Background: an optimization exercise with open tools, aiming at small area, a short achievable clock period and few clock cycles per item. Do not read the settings as production practice. At most, simulation tests tie the RTL to the original design; equivalence was not proved.

==> v15 <==
// tea_cipher_engine
module tea_cipher_engine #(
  parameter int          ROUNDS           = 32,
  parameter int          ROUNDS_PER_CYCLE = 1,
  parameter logic [31:0] DELTA            = 32'h9E3779B9
) (
  input  logic         clk,
  input  logic         reset,
  input  logic         in_valid,
  output logic         in_ready,
  input  logic         in_mode,
  input  logic [63:0]  in_data,
  input  logic [127:0] in_key,
  output logic         out_valid,
  input  logic         out_ready,
  output logic [63:0]  out_data,
  output logic         out_mode,
  output logic         busy
);
==> module tea_cipher_engine, before the edit <==
module tea_cipher_engine #(
  parameter int          ROUNDS           = 32,
  parameter int          ROUNDS_PER_CYCLE = 1,
  parameter logic [31:0] DELTA            = 32'h9E3779B9
) (
  input  logic         clk,
  input  logic         reset,
  input  logic         in_valid,
  output logic         in_ready,
  input  logic         in_mode,
  input  logic [63:0]  in_data,
  input  logic [127:0] in_key,
  output logic         out_valid,
  input  logic         out_ready,
  output logic [63:0]  out_data,
  output logic         out_mode,
  output logic         busy
);
  localparam int N     = ROUNDS / ROUNDS_PER_CYCLE;
  localparam int CNT_W = (N > 1) ? $clog2(N) : 1;
  localparam logic [CNT_W-1:0] LAST_CNT = CNT_W'(N - 1);
  localparam logic [31:0] DEC_SUM_INIT = 32'(64'(DELTA) * 64'(ROUNDS));
  if (ROUNDS < 1) begin : g_bad_rounds
    $error("tea_cipher_engine: ROUNDS must be >= 1");
  end
  if (ROUNDS_PER_CYCLE < 1 || (ROUNDS % ROUNDS_PER_CYCLE) != 0) begin : g_bad_unroll
    $error("tea_cipher_engine: ROUNDS_PER_CYCLE must divide ROUNDS exactly");
  end
  typedef enum logic [1:0] {
    IDLE = 2'd0,
    RUN  = 2'd1,
    DONE = 2'd2
  } state_e;
  state_e           state_q, state_d;
  logic [CNT_W-1:0] cnt_q, cnt_d;
  logic [31:0]      v0_q, v0_d;
  logic [31:0]      v1_q, v1_d;
  logic [31:0]      sum_q, sum_d;
  logic [127:0]     key_q, key_d;
  logic             mode_q, mode_d;
  logic [63:0]      out_data_q, out_data_d;
  logic             out_mode_q, out_mode_d;
  logic [31:0] k0, k1, k2, k3;
  logic [31:0] rv0, rv1, rsum;
  assign k0 = key_q[127:96];
  assign k1 = key_q[95:64];
  assign k2 = key_q[63:32];
  assign k3 = key_q[31:0];
  function automatic logic [31:0] tea_mix(
    input logic [31:0] v,
    input logic [31:0] s,
    input logic [31:0] ka,
    input logic [31:0] kb
  );
    tea_mix = ((v << 4) + ka) ^ (v + s) ^ ((v >> 5) + kb);
  endfunction
  always_comb begin
    rv0  = v0_q;
    rv1  = v1_q;
    rsum = sum_q;
    for (int i = 0; i < ROUNDS_PER_CYCLE; i++) begin
      if (!mode_q) begin
        rsum = rsum + DELTA;
        rv0  = rv0 + tea_mix(rv1, rsum, k0, k1);
        rv1  = rv1 + tea_mix(rv0, rsum, k2, k3);
      end else begin
        rv1  = rv1 - tea_mix(rv0, rsum, k2, k3);
        rv0  = rv0 - tea_mix(rv1, rsum, k0, k1);
        rsum = rsum - DELTA;
      end
    end
  end
  always_ff @(posedge clk) begin
    if (reset) begin
      state_q    <= IDLE;
      cnt_q      <= '0;
      v0_q       <= '0;
      v1_q       <= '0;
      sum_q      <= '0;
      key_q      <= '0;
      mode_q     <= 1'b0;
      out_data_q <= '0;
      out_mode_q <= 1'b0;
    end else begin
      state_q    <= state_d;
      cnt_q      <= cnt_d;
      v0_q       <= v0_d;
      v1_q       <= v1_d;
      sum_q      <= sum_d;
      key_q      <= key_d;
      mode_q     <= mode_d;
      out_data_q <= out_data_d;
      out_mode_q <= out_mode_d;
    end
  end
  always_comb begin
    state_d = state_q;
    unique case (state_q)
      IDLE:    if (in_valid) state_d = RUN;
      RUN:     if (cnt_q == LAST_CNT) state_d = DONE;
      DONE:    if (out_ready) state_d = IDLE;
      default: state_d = IDLE;
    endcase
  end
  always_comb begin
    cnt_d      = cnt_q;
    v0_d       = v0_q;
    v1_d       = v1_q;
    sum_d      = sum_q;
    key_d      = key_q;
    mode_d     = mode_q;
    out_data_d = out_data_q;
    out_mode_d = out_mode_q;
    unique case (state_q)
      IDLE: begin
        if (in_valid) begin
          v0_d   = in_data[63:32];
          v1_d   = in_data[31:0];
          key_d  = in_key;
          mode_d = in_mode;
          cnt_d  = '0;
          sum_d  = in_mode ? DEC_SUM_INIT : 32'd0;
        end
      end
      RUN: begin
        v0_d  = rv0;
        v1_d  = rv1;
        sum_d = rsum;
        cnt_d = cnt_q + 1'b1;
        if (cnt_q == LAST_CNT) begin
          out_data_d = {rv0, rv1};
          out_mode_d = mode_q;
        end
      end
      default: ;
    endcase
  end
  always_comb begin
    in_ready  = (state_q == IDLE);
    out_valid = (state_q == DONE);
    busy      = (state_q != IDLE);
    out_data  = out_data_q;
    out_mode  = out_mode_q;
  end
endmodule
make LEC_CHECK=0 CAP_MARGIN=20 CORE_MARGIN=2 CORE_UTILIZATION=40 SLEW_MARGIN=20 finish   # period 12.0 ns
run.sh (not shown) runs the stock make flow with config.mk's settings and CLKGATE_MAP_FILE= SYNTH_SCRIPT=/design/flow/synth_recipe.tcl, a recipe that flattens the netlist after the stock synthesis.
==> inputs of v25, as changes to v15 <==
==> flow/design.v (replaced) <==
module tea_cipher_engine #(
  parameter int          ROUNDS      = 32,
  parameter int          HPC         = 2,      
  parameter bit          READY_COMB  = 1'b1,   
  parameter logic [31:0] DELTA       = 32'h9E3779B9
) (
  input  logic         clk,
  input  logic         reset,
  input  logic         in_valid,
  output logic         in_ready,
  input  logic         in_mode,
  input  logic [63:0]  in_data,
  input  logic [127:0] in_key,
  output logic         out_valid,
  input  logic         out_ready,
  output logic [63:0]  out_data,
  output logic         out_mode,
  output logic         busy
);
  localparam int HALVES = 2 * ROUNDS;
  localparam int NCYC   = HALVES / HPC;
  localparam int CNT_W  = (NCYC > 1) ? $clog2(NCYC) : 1;
  localparam int HC_W   = $clog2(HALVES);
  localparam int SIDX_W = HC_W - 1;
  localparam logic [CNT_W-1:0] LAST_CNT = CNT_W'(NCYC - 1);
  if (ROUNDS < 2 || (ROUNDS & (ROUNDS - 1)) != 0) begin : g_bad_rounds
    $error("tea_cipher_engine: ROUNDS must be a power of two >= 2");
  end
  if (HPC < 1 || (HALVES % HPC) != 0 || (HPC & (HPC - 1)) != 0) begin : g_bad_hpc
    $error("tea_cipher_engine: HPC must be a power of two dividing 2 * ROUNDS");
  end
  logic [31:0]      a_q, b_q;
  logic [127:0]     key_q;
  logic             mode_q;
  logic             run_q;
  logic [CNT_W-1:0] cnt_q;
  logic             ov_q;
  function automatic logic [31:0] tea_mix(
    input logic [31:0] v,
    input logic [31:0] s,
    input logic [31:0] ka,
    input logic [31:0] kb
  );
    tea_mix = ((v << 4) + ka) ^ (v + s) ^ ((v >> 5) + kb);
  endfunction
  function automatic logic [31:0] round_sum(input logic [SIDX_W-1:0] idx);
    round_sum = DELTA * (32'(idx) + 32'd1);
  endfunction
  logic [31:0] na, nb;
  always_comb begin
    logic [31:0]       x, y, m, s, ka, kb;
    logic [HC_W-1:0]   g;
    logic              ksel;
    x = b_q;
    y = a_q;
    for (int h = 0; h < HPC; h++) begin
      g    = HC_W'(cnt_q) * HC_W'(HPC) + HC_W'(h);
      ksel = g[0] ^ mode_q;
      ka   = ksel ? key_q[63:32] : key_q[127:96];
      kb   = ksel ? key_q[31:0]  : key_q[95:64];
      s    = round_sum(g[HC_W-1:1] ^ {SIDX_W{mode_q}});
      m    = tea_mix(x, s, ka, kb) ^ {32{mode_q}};
      m    = y + m + {31'd0, mode_q};
      y    = x;
      x    = m;
    end
    na = y;
    nb = x;
  end
  logic last, accept;
  assign last   = run_q && (cnt_q == LAST_CNT);
  assign accept = in_valid && in_ready;
  always_ff @(posedge clk) begin
    if (run_q) begin
      a_q <= na;
      b_q <= nb;
    end else if (accept) begin
      a_q    <= in_mode ? in_data[31:0]  : in_data[63:32];
      b_q    <= in_mode ? in_data[63:32] : in_data[31:0];
      key_q  <= in_key;
      mode_q <= in_mode;
    end
  end
  always_ff @(posedge clk) begin
    if (reset) begin
      run_q <= 1'b0;
      cnt_q <= '0;
      ov_q  <= 1'b0;
    end else begin
      if (run_q) begin
        cnt_q <= cnt_q + 1'b1;
        if (last) begin
          run_q <= 1'b0;
          ov_q  <= 1'b1;
        end
      end else begin
        if (out_ready) ov_q <= 1'b0;
        if (accept) run_q <= 1'b1;
      end
    end
  end
  if (READY_COMB) begin : g_ready_comb
    assign in_ready = !run_q && (!ov_q || out_ready);
  end else begin : g_ready_reg
    assign in_ready = !run_q && !ov_q;
  end
  assign out_valid = ov_q;
  assign busy      = run_q || ov_q;
  assign out_data  = mode_q ? {b_q, a_q} : {a_q, b_q};
  assign out_mode  = mode_q;
endmodule
==> summary.md <==
| Metric | Value |
|---|---|
| Outcome | no timing/DRC/antenna violations |
| Yosys top cell by area | edfxtp_1 |
| Clock buffers and inverters, area share | 1.85% |
| Slowest cell delay on critical path | 0.61 ns |
| Reg area | 5940 um2 |
| Critical Path Start | mode_q |
| Pin count of the biggest net entering global routing | 87 |
| Gate Count Post-Synth | 2,653 |
| Placed Area | 30,800 um2 |
| Clk pin slew, worst setup/hold paths | 0.09 ns |
| FP Rows | 91 |
| Post-synthesis sequential area ratio | 23.9% |
| Layer with the highest usage | met1 |
| Compound-cell area share of the yosys netlist | 17.5% |
the above is filed under v25

==> summary.md <==
| Metric | Value |
|---|---|
| Placed Cells | 6,018 |
| Layer with the highest usage | met2 |
| Yosys top cell by area | ha_1 |
| Clk pin slew, worst setup/hold paths | 0.06 ns |
| Count leader, synth | xnor2_1 |
| Reg area | 5950 um2 |
| Post-synthesis sequential area ratio | 16.5% |
| Outcome | no timing/DRC/antenna violations |
| Critical Path Start | sum_q[1] |
| Clock buffers and inverters, area share | 3.09% |
| FP Rows | 110 |
| Placed Area | 39,900 um2 |
| Slowest cell delay on critical path | 0.54 ns |
the above is filed under v15

Testbench counts of v15, summed over its fixed seeds: cycles 43,520, items 1,280.
Function not checked in v25: the RTL went through the layout flow alone.


==> job 3946: inputs <==
Another version of the RTL of tea_cipher_engine (not shown whole).
// tea_cipher_engine
module tea_cipher_engine #(
  parameter int          ROUNDS     = 32,
  parameter bit          READY_COMB = 1'b0,   
  parameter int          ADDER      = 4,
  parameter logic [31:0] DELTA      = 32'h9E3779B9
) (
  input  logic         clk,
  input  logic         reset,
  input  logic         in_valid,
  output logic         in_ready,
  input  logic         in_mode,
  input  logic [63:0]  in_data,
  input  logic [127:0] in_key,
  output logic         out_valid,
  input  logic         out_ready,
  output logic [63:0]  out_data,
  output logic         out_mode,
  output logic         busy
);
  localparam int HALVES = 2 * ROUNDS;
  localparam int CNT_W  = $clog2(HALVES);
  localparam int SIDX_W = CNT_W - 1;
  localparam logic [CNT_W-1:0] LAST_CNT = CNT_W'(HALVES - 1);
  if (ROUNDS < 2 || (ROUNDS & (ROUNDS - 1)) != 0) begin : g_bad_rounds
    $error("tea_cipher_engine: ROUNDS must be a power of two >= 2");
  end
  ...
==> module tea_cipher_engine, before the edit <==
module tea_cipher_engine #(
  parameter int          ROUNDS     = 32,
  parameter bit          READY_COMB = 1'b0,   
  parameter int          ADDER      = 4,
  parameter logic [31:0] DELTA      = 32'h9E3779B9
) (
  input  logic         clk,
  input  logic         reset,
  input  logic         in_valid,
  output logic         in_ready,
  input  logic         in_mode,
  input  logic [63:0]  in_data,
  input  logic [127:0] in_key,
  output logic         out_valid,
  input  logic         out_ready,
  output logic [63:0]  out_data,
  output logic         out_mode,
  output logic         busy
);
  localparam int HALVES = 2 * ROUNDS;
  localparam int CNT_W  = $clog2(HALVES);
  localparam int SIDX_W = CNT_W - 1;
  localparam logic [CNT_W-1:0] LAST_CNT = CNT_W'(HALVES - 1);
  if (ROUNDS < 2 || (ROUNDS & (ROUNDS - 1)) != 0) begin : g_bad_rounds
    $error("tea_cipher_engine: ROUNDS must be a power of two >= 2");
  end
  logic [31:0]      a_q, b_q;
  logic [127:0]     key_q;       
  logic [31:0]      sum_q;       
  logic             mode_q;
  logic             run_q;
  logic             pre_q;       
  logic [CNT_W-1:0] cnt_q;       
  logic             ov_q;
  function automatic logic [31:0] add32(input logic [31:0] a, input logic [31:0] b, input logic cin);
    logic [31:0] p, g, G, P;
    logic [31:0] c;
    if (ADDER == 0) begin
      add32 = a + b + {31'd0, cin};
    end else begin
      p = a ^ b;
      g = a & b;
      g[0] = g[0] | (p[0] & cin);
      G = g; P = p;
      if (ADDER == 1) begin
        for (int d = 1; d < 32; d = d * 2)
          for (int i = 2 * d - 1; i < 32; i = i + 2 * d) begin
            G[i] = G[i] | (P[i] & G[i - d]);
            P[i] = P[i] & P[i - d];
          end
        for (int d = 8; d >= 1; d = d / 2)
          for (int i = 3 * d - 1; i < 32; i = i + 2 * d) begin
            G[i] = G[i] | (P[i] & G[i - d]);
            P[i] = P[i] & P[i - d];
          end
      end else if (ADDER == 2) begin
        for (int d = 1; d < 32; d = d * 2)
          for (int i = 0; i < 32; i++)
            if ((i & d) != 0) begin
              G[i] = G[i] | (P[i] & G[(i & ~(2 * d - 1)) + d - 1]);
              P[i] = P[i] & P[(i & ~(2 * d - 1)) + d - 1];
            end
      end else if (ADDER == 3) begin
        for (int i = 1; i < 32; i++) begin
          G[i] = G[i] | (P[i] & G[i - 1]);
        end
      end else begin
        for (int d = 1; d < 32; d = d * 2) begin
          logic [31:0] G2, P2;
          G2 = G; P2 = P;
          for (int i = 1; i < 32; i = i + 2)
            if (i - d >= 0 && (d == 1 || ((i - d) % 2) == 1)) begin
              G2[i] = G[i] | (P[i] & G[i - d]);
              P2[i] = P[i] & P[i - d];
            end
          G = G2; P = P2;
        end
        for (int i = 2; i < 32; i = i + 2) begin
          G[i] = G[i] | (P[i] & G[i - 1]);
        end
      end
      c = {G[30:0], cin};
      add32 = p ^ c;
    end
  endfunction
  function automatic logic [31:0] tea_mix(
    input logic [31:0] v,
    input logic [31:0] s,
    input logic [31:0] ka,
    input logic [31:0] kb
  );
    tea_mix = add32(v << 4, ka, 1'b0) ^ add32(v, s, 1'b0) ^ add32(v >> 5, kb, 1'b0);
  endfunction
  function automatic logic [31:0] round_sum(input logic [SIDX_W-1:0] idx);
    round_sum = DELTA * (32'(idx) + 32'd1);
  endfunction
  logic [31:0] mix, nb;
  assign mix = tea_mix(b_q, sum_q, key_q[127:96], key_q[95:64]);
  assign nb  = add32(a_q, mix ^ {32{mode_q}}, mode_q);
  logic step, last, accept;
  assign step   = run_q && !pre_q;
  assign last   = step && (cnt_q == LAST_CNT);
  assign accept = in_valid && in_ready;
  logic [CNT_W-1:0] cnt_next;
  assign cnt_next = cnt_q + 1'b1;
  always_ff @(posedge clk) begin
    if (!run_q) begin
      key_q <= in_key;
      sum_q <= in_mode ? round_sum('1) : round_sum('0);
    end else begin
      key_q <= {key_q[63:0], key_q[127:64]};
      sum_q <= round_sum(cnt_next[CNT_W-1:1] ^ {SIDX_W{mode_q}});
    end
  end
  always_ff @(posedge clk) begin
    if (!run_q) begin
      if (in_ready) begin
        a_q    <= in_data[63:32];
        b_q    <= in_data[31:0];
        mode_q <= in_mode;
      end
    end else if (pre_q) begin
      a_q <= b_q;
      b_q <= a_q;
    end else if (last && mode_q) begin
      a_q <= nb;
    end else begin
      a_q <= b_q;
      b_q <= nb;
    end
  end
  always_ff @(posedge clk) begin
    if (reset) begin
      run_q <= 1'b0;
      pre_q <= 1'b0;
      cnt_q <= '0;
      ov_q  <= 1'b0;
    end else begin
      if (accept) begin
        run_q <= 1'b1;
        pre_q <= in_mode;
        cnt_q <= '0;
      end else begin
        pre_q <= 1'b0;
        if (step) cnt_q <= cnt_next;
        if (last) run_q <= 1'b0;
      end
      if (last) ov_q <= 1'b1;
      else if (out_ready) ov_q <= 1'b0;
    end
  end
  if (READY_COMB) begin : g_ready_comb
    assign in_ready = !run_q && (!ov_q || out_ready);
  end else begin : g_ready_reg
    assign in_ready = !run_q && !ov_q;
  end
  assign out_valid = ov_q;
  assign busy      = run_q || ov_q;
  assign out_data  = {a_q, b_q};
  assign out_mode  = mode_q;
endmodule
export LEC_CHECK = 0
export CAP_MARGIN = 20
export CORE_MARGIN = 2
export CORE_UTILIZATION = 55
export SLEW_MARGIN = 20
create_clock -name core_clock -period 12.0 [get_ports {clk}]
standard.sh (not shown) runs the stock make flow with config.mk's settings and CLKGATE_MAP_FILE= SYNTH_SCRIPT=/design/flow/synth_recipe.tcl, a recipe that flattens the netlist after the stock synthesis.
==> flow/flow/run.sh <==
#!/bin/bash
# Standard ORFS layout with these changes:
# - synthesis is synth_recipe.tcl with ABC run on flow/map.abc (delay-targeted mapping),
# - no full/half-adder cell extraction before ABC, so ABC sees the whole datapath,
# - ports are buffered with the smallest buffer, buf_1,
# - timing repair aims at a setup margin of 7 ns, well past what the 12 ns clock needs.
# The make output goes to make_finish.log; each step's full log is under orfs/logs/.
set -euo pipefail
W=$(pwd)
export MY_ABC_SCRIPT=$W/flow/map.abc
export MY_ABC_D=3000
bash standard.sh SYNTH_SCRIPT=$W/flow/synth.tcl ADDER_MAP_FILE= SETUP_SLACK_MARGIN=7 \
  "BUFFER_PORTS_ARGS=-buffer_cell sky130_fd_sc_hd__buf_1" finish > $W/make_finish.log 2>&1
==> flow/flow/map.abc <==
strash
dch
map -D 3000
topo
buffer -c
upsize -c
dnsize -c
==> flow/flow/synth.tcl <==
proc synth {args} { yosys synth -nofsm -noshare {*}$args }
# ABC with yosys's own delay-driven script (no -script) and the delay target MY_ABC_D ps.
proc abc {args} {
  set out {}
  set skip 0
  foreach a $args {
    if {$skip} { set skip 0; continue }
    if {$a eq "-script" || $a eq "-D"} { set skip 1; continue }
    lappend out $a
  }
  if {[info exists ::env(MY_ABC_SCRIPT)] && $::env(MY_ABC_SCRIPT) ne ""} { lappend out -script $::env(MY_ABC_SCRIPT) }
  lappend out -D $::env(MY_ABC_D)
  puts "abc override: $out"
  yosys abc {*}$out
}
source $::env(SCRIPTS_DIR)/synth.tcl
# left out here: clear keep_hierarchy, flatten, clean up, hide names made inside functions, write 1_2_yosys.v
==> inputs of job 6895, as changes to job 3946 <==
--- a/flow/design.v
+++ b/flow/design.v
@@ -3,3 +3,3 @@
   parameter bit          READY_COMB = 1'b0,   
-  parameter int          ADDER      = 4,
+  parameter int          ADDER      = 2,
   parameter logic [31:0] DELTA      = 32'h9E3779B9
- CORE_UTILIZATION: 55 -> 62
==> inputs of job 5512, as changes to job 3946 <==
--- a/flow/design.v
+++ b/flow/design.v
@@ -1,6 +1,7 @@
 module tea_cipher_engine #(
-  parameter int          ROUNDS     = 32,
-  parameter bit          READY_COMB = 1'b0,   
-  parameter int          ADDER      = 4,
-  parameter logic [31:0] DELTA      = 32'h9E3779B9
+  parameter int          ROUNDS      = 32,
+  parameter int          HPC         = 1,      
+  parameter bit          READY_COMB  = 1'b1,   
+  parameter int          ADDER       = 2,
+  parameter logic [31:0] DELTA       = 32'h9E3779B9
 ) (
@@ -20,5 +21,7 @@
   localparam int HALVES = 2 * ROUNDS;
-  localparam int CNT_W  = $clog2(HALVES);
-  localparam int SIDX_W = CNT_W - 1;
-  localparam logic [CNT_W-1:0] LAST_CNT = CNT_W'(HALVES - 1);
+  localparam int NCYC   = HALVES / HPC;
+  localparam int CNT_W  = (NCYC > 1) ? $clog2(NCYC) : 1;
+  localparam int HC_W   = $clog2(HALVES);
+  localparam int SIDX_W = HC_W - 1;
+  localparam logic [CNT_W-1:0] LAST_CNT = CNT_W'(NCYC - 1);
   if (ROUNDS < 2 || (ROUNDS & (ROUNDS - 1)) != 0) begin : g_bad_rounds
@@ -26,9 +29,10 @@
   end
+  if (HPC < 1 || (HALVES % HPC) != 0 || (HPC & (HPC - 1)) != 0) begin : g_bad_hpc
+    $error("tea_cipher_engine: HPC must be a power of two dividing 2 * ROUNDS");
+  end
   logic [31:0]      a_q, b_q;
-  logic [127:0]     key_q;       
-  logic [31:0]      sum_q;       
+  logic [127:0]     key_q;
   logic             mode_q;
   logic             run_q;
-  logic             pre_q;       
-  logic [CNT_W-1:0] cnt_q;       
+  logic [CNT_W-1:0] cnt_q;
   logic             ov_q;
@@ -96,35 +100,35 @@
   endfunction
-  logic [31:0] mix, nb;
-  assign mix = tea_mix(b_q, sum_q, key_q[127:96], key_q[95:64]);
-  assign nb  = add32(a_q, mix ^ {32{mode_q}}, mode_q);
-  logic step, last, accept;
-  assign step   = run_q && !pre_q;
-  assign last   = step && (cnt_q == LAST_CNT);
+  logic [31:0] na, nb;
+  always_comb begin
+    logic [31:0]       x, y, m, s, ka, kb;
+    logic [HC_W-1:0]   g;
+    logic              ksel;
+    x = b_q;
+    y = a_q;
+    for (int h = 0; h < HPC; h++) begin
+      g    = HC_W'(cnt_q) * HC_W'(HPC) + HC_W'(h);
+      ksel = g[0] ^ mode_q;
+      ka   = ksel ? key_q[63:32] : key_q[127:96];
+      kb   = ksel ? key_q[31:0]  : key_q[95:64];
+      s    = round_sum(g[HC_W-1:1] ^ {SIDX_W{mode_q}});
+      m    = tea_mix(x, s, ka, kb) ^ {32{mode_q}};
+      m    = add32(y, m, mode_q);
+      y    = x;
+      x    = m;
+    end
+    na = y;
+    nb = x;
+  end
+  logic last, accept;
+  assign last   = run_q && (cnt_q == LAST_CNT);
   assign accept = in_valid && in_ready;
-  logic [CNT_W-1:0] cnt_next;
-  assign cnt_next = cnt_q + 1'b1;
   always_ff @(posedge clk) begin
-    if (!run_q) begin
-      key_q <= in_key;
-      sum_q <= in_mode ? round_sum('1) : round_sum('0);
-    end else begin
-      key_q <= {key_q[63:0], key_q[127:64]};
-      sum_q <= round_sum(cnt_next[CNT_W-1:1] ^ {SIDX_W{mode_q}});
-    end
-  end
-  always_ff @(posedge clk) begin
-    if (!run_q) begin
-      if (in_ready) begin
-        a_q    <= in_data[63:32];
-        b_q    <= in_data[31:0];
-        mode_q <= in_mode;
-      end
-    end else if (pre_q) begin
-      a_q <= b_q;
-      b_q <= a_q;
-    end else if (last && mode_q) begin
-      a_q <= nb;
-    end else begin
-      a_q <= b_q;
+    if (run_q) begin
+      a_q <= na;
       b_q <= nb;
+    end else if (accept) begin
+      a_q    <= in_mode ? in_data[31:0]  : in_data[63:32];
+      b_q    <= in_mode ? in_data[63:32] : in_data[31:0];
+      key_q  <= in_key;
+      mode_q <= in_mode;
     end
@@ -134,3 +138,2 @@
       run_q <= 1'b0;
-      pre_q <= 1'b0;
       cnt_q <= '0;
@@ -138,13 +141,12 @@
     end else begin
-      if (accept) begin
-        run_q <= 1'b1;
-        pre_q <= in_mode;
-        cnt_q <= '0;
+      if (run_q) begin
+        cnt_q <= cnt_q + 1'b1;
+        if (last) begin
+          run_q <= 1'b0;
+          ov_q  <= 1'b1;
+        end
       end else begin
-        pre_q <= 1'b0;
-        if (step) cnt_q <= cnt_next;
-        if (last) run_q <= 1'b0;
+        if (out_ready) ov_q <= 1'b0;
+        if (accept) run_q <= 1'b1;
       end
-      if (last) ov_q <= 1'b1;
-      else if (out_ready) ov_q <= 1'b0;
     end
@@ -158,3 +160,3 @@
   assign busy      = run_q || ov_q;
-  assign out_data  = {a_q, b_q};
+  assign out_data  = mode_q ? {b_q, a_q} : {a_q, b_q};
   assign out_mode  = mode_q;
==> flow/flow/run.sh (replaced) <==
#!/bin/bash
# Standard ORFS layout with two changes: no full/half-adder cell extraction before ABC
# (ABC then sees and times the whole datapath), and timing repair aimed at a tighter
# setup margin than the 12 ns clock needs. Each step's full log is under orfs/logs/.
set -euo pipefail
MARGIN=${MARGIN:-7}
bash standard.sh ADDER_MAP_FILE= SETUP_SLACK_MARGIN=$MARGIN finish > make_finish.log 2>&1
- CORE_UTILIZATION: 55 -> 40
removed: flow/flow/map.abc
removed: flow/flow/synth.tcl
==> summary of the runs <==
Job 5512 finished with timing, DRC and antenna clean. Job 6895 ran to the end with no violations. Job 3946 completed without violations.
In job 3946 the critical path depth is higher than in job 6895, by 3.
Fmax: job 5512 < job 3946 < job 6895.
The lowest hold slack belongs to job 3946, the highest to job 5512.
First-iteration DRC count: job 6895 > job 3946 > job 5512.
Global-route usage: job 5512 < job 3946 < job 6895.
Final cell count, lowest first: job 5512, job 6895, job 3946.
The highest cell area belongs to job 5512, the lowest to job 6895.
The lowest synthesized area belongs to job 6895, the highest to job 5512.
==> figures <==
Status: job 6895 no timing/DRC/antenna violations; job 3946 no timing/DRC/antenna violations; job 5512 no timing/DRC/antenna violations
Total wire length: job 6895 49.65 mm; job 3946 51.25 mm; job 5512 65.48 mm
Met1 usage: job 6895 46.97%; job 3946 43.12%; job 5512 36.74%
Die boundary height: job 6895 165.0 um; job 3946 176.2 um; job 5512 216.1 um
Synth Area in Compound Gates: job 6895 15.16%; job 3946 16.45%; job 5512 19.07%
Worst R2R Setup Slack: job 6895 7.29 ns; job 3946 7.28 ns; job 5512 6.02 ns
Final std cell area, no fill: job 6895 18330 sq um; job 3946 18660 sq um; job 5512 24930 sq um
Fraction of area in registers: job 6895 29.13%; job 3946 28.63%; job 5512 23.91%
Register area share after synthesis: job 6895 33.18%; job 3946 32.72%; job 5512 33.10%
Clock insertion delay at the later pin of the skew report: job 6895 0.55 ns; job 3946 0.56 ns; job 5512 0.55 ns
Net count of the finished layout: job 6895 2854; job 3946 2895; job 5512 2502
Final clock period utilization by the worst path: job 6895 39.29%; job 3946 39.36%; job 5512 49.84%
Via/cell ratio: job 6895 5.518; job 3946 5.288; job 5512 5.780
Clock tree skew after final layout: job 6895 0.01103 ns; job 3946 0.01573 ns; job 5512 0.02398 ns
Top-area cell type share of the netlist area: job 6895 21.04%; job 3946 20.75%; job 5512 32.21%
Most frequent CP cell: job 6895 xor2_1; job 3946 xor2_1; job 5512 -
Area of combinational cells with multiple inputs: job 6895 9603 sq um; job 3946 9823 sq um; job 5512 12700 sq um
Layout-to-synthesis area ratio: job 6895 1.1398x; job 3946 1.1443x; job 5512 1.3852x
Testbench counts of job 6895, summed over its fixed seeds: cycles 85,105, items 1,280.
Only the layout flow was run in job 3946 and job 5512; the RTL was not checked for function there.

[what the ideal ports hide]
How much do the figures lean on ideal ports? The routed layouts below were timed once more, with nothing changed but the port constraints.
Step 1 assumes that a clkbuf_16 drives the clock port and a buf_2 every other input.
Step 2 adds t to the input delays and takes it off the output delays; t is the mean of the earliest and latest rising clock arrival at the registers after step 1. Input paths then give back, and output paths get back, about the clock's delay inside the block.
Slacks: no drivers / after step 1 / after step 2; pairs: no drivers / after step 1.
| run | shift t [ns] | setup slack, ns | worst register clock-pin slew, ns | worst slew at a driven data input, ns |
|---|---|---|---|---|
| v15 | 0.638 | 0.753 / 0.753 / 0.753 | 0.07 / 0.07 | 0.07 |
| v25 | 0.573 | 0.458 / 0.458 / 0.458 | 0.09 / 0.09 | 0.08 |
| job 3946 | 0.601 | 7.277 / 7.277 / 7.277 | 0.06 / 0.06 | 0.04 |
| job 6895 | 0.594 | 7.285 / 7.285 / 7.285 | 0.07 / 0.07 | 0.05 |
| job 5512 | 0.592 | 6.019 / 6.019 / 6.019 | 0.06 / 0.06 | 0.05 |
After both steps every run listed still meets setup and hold.
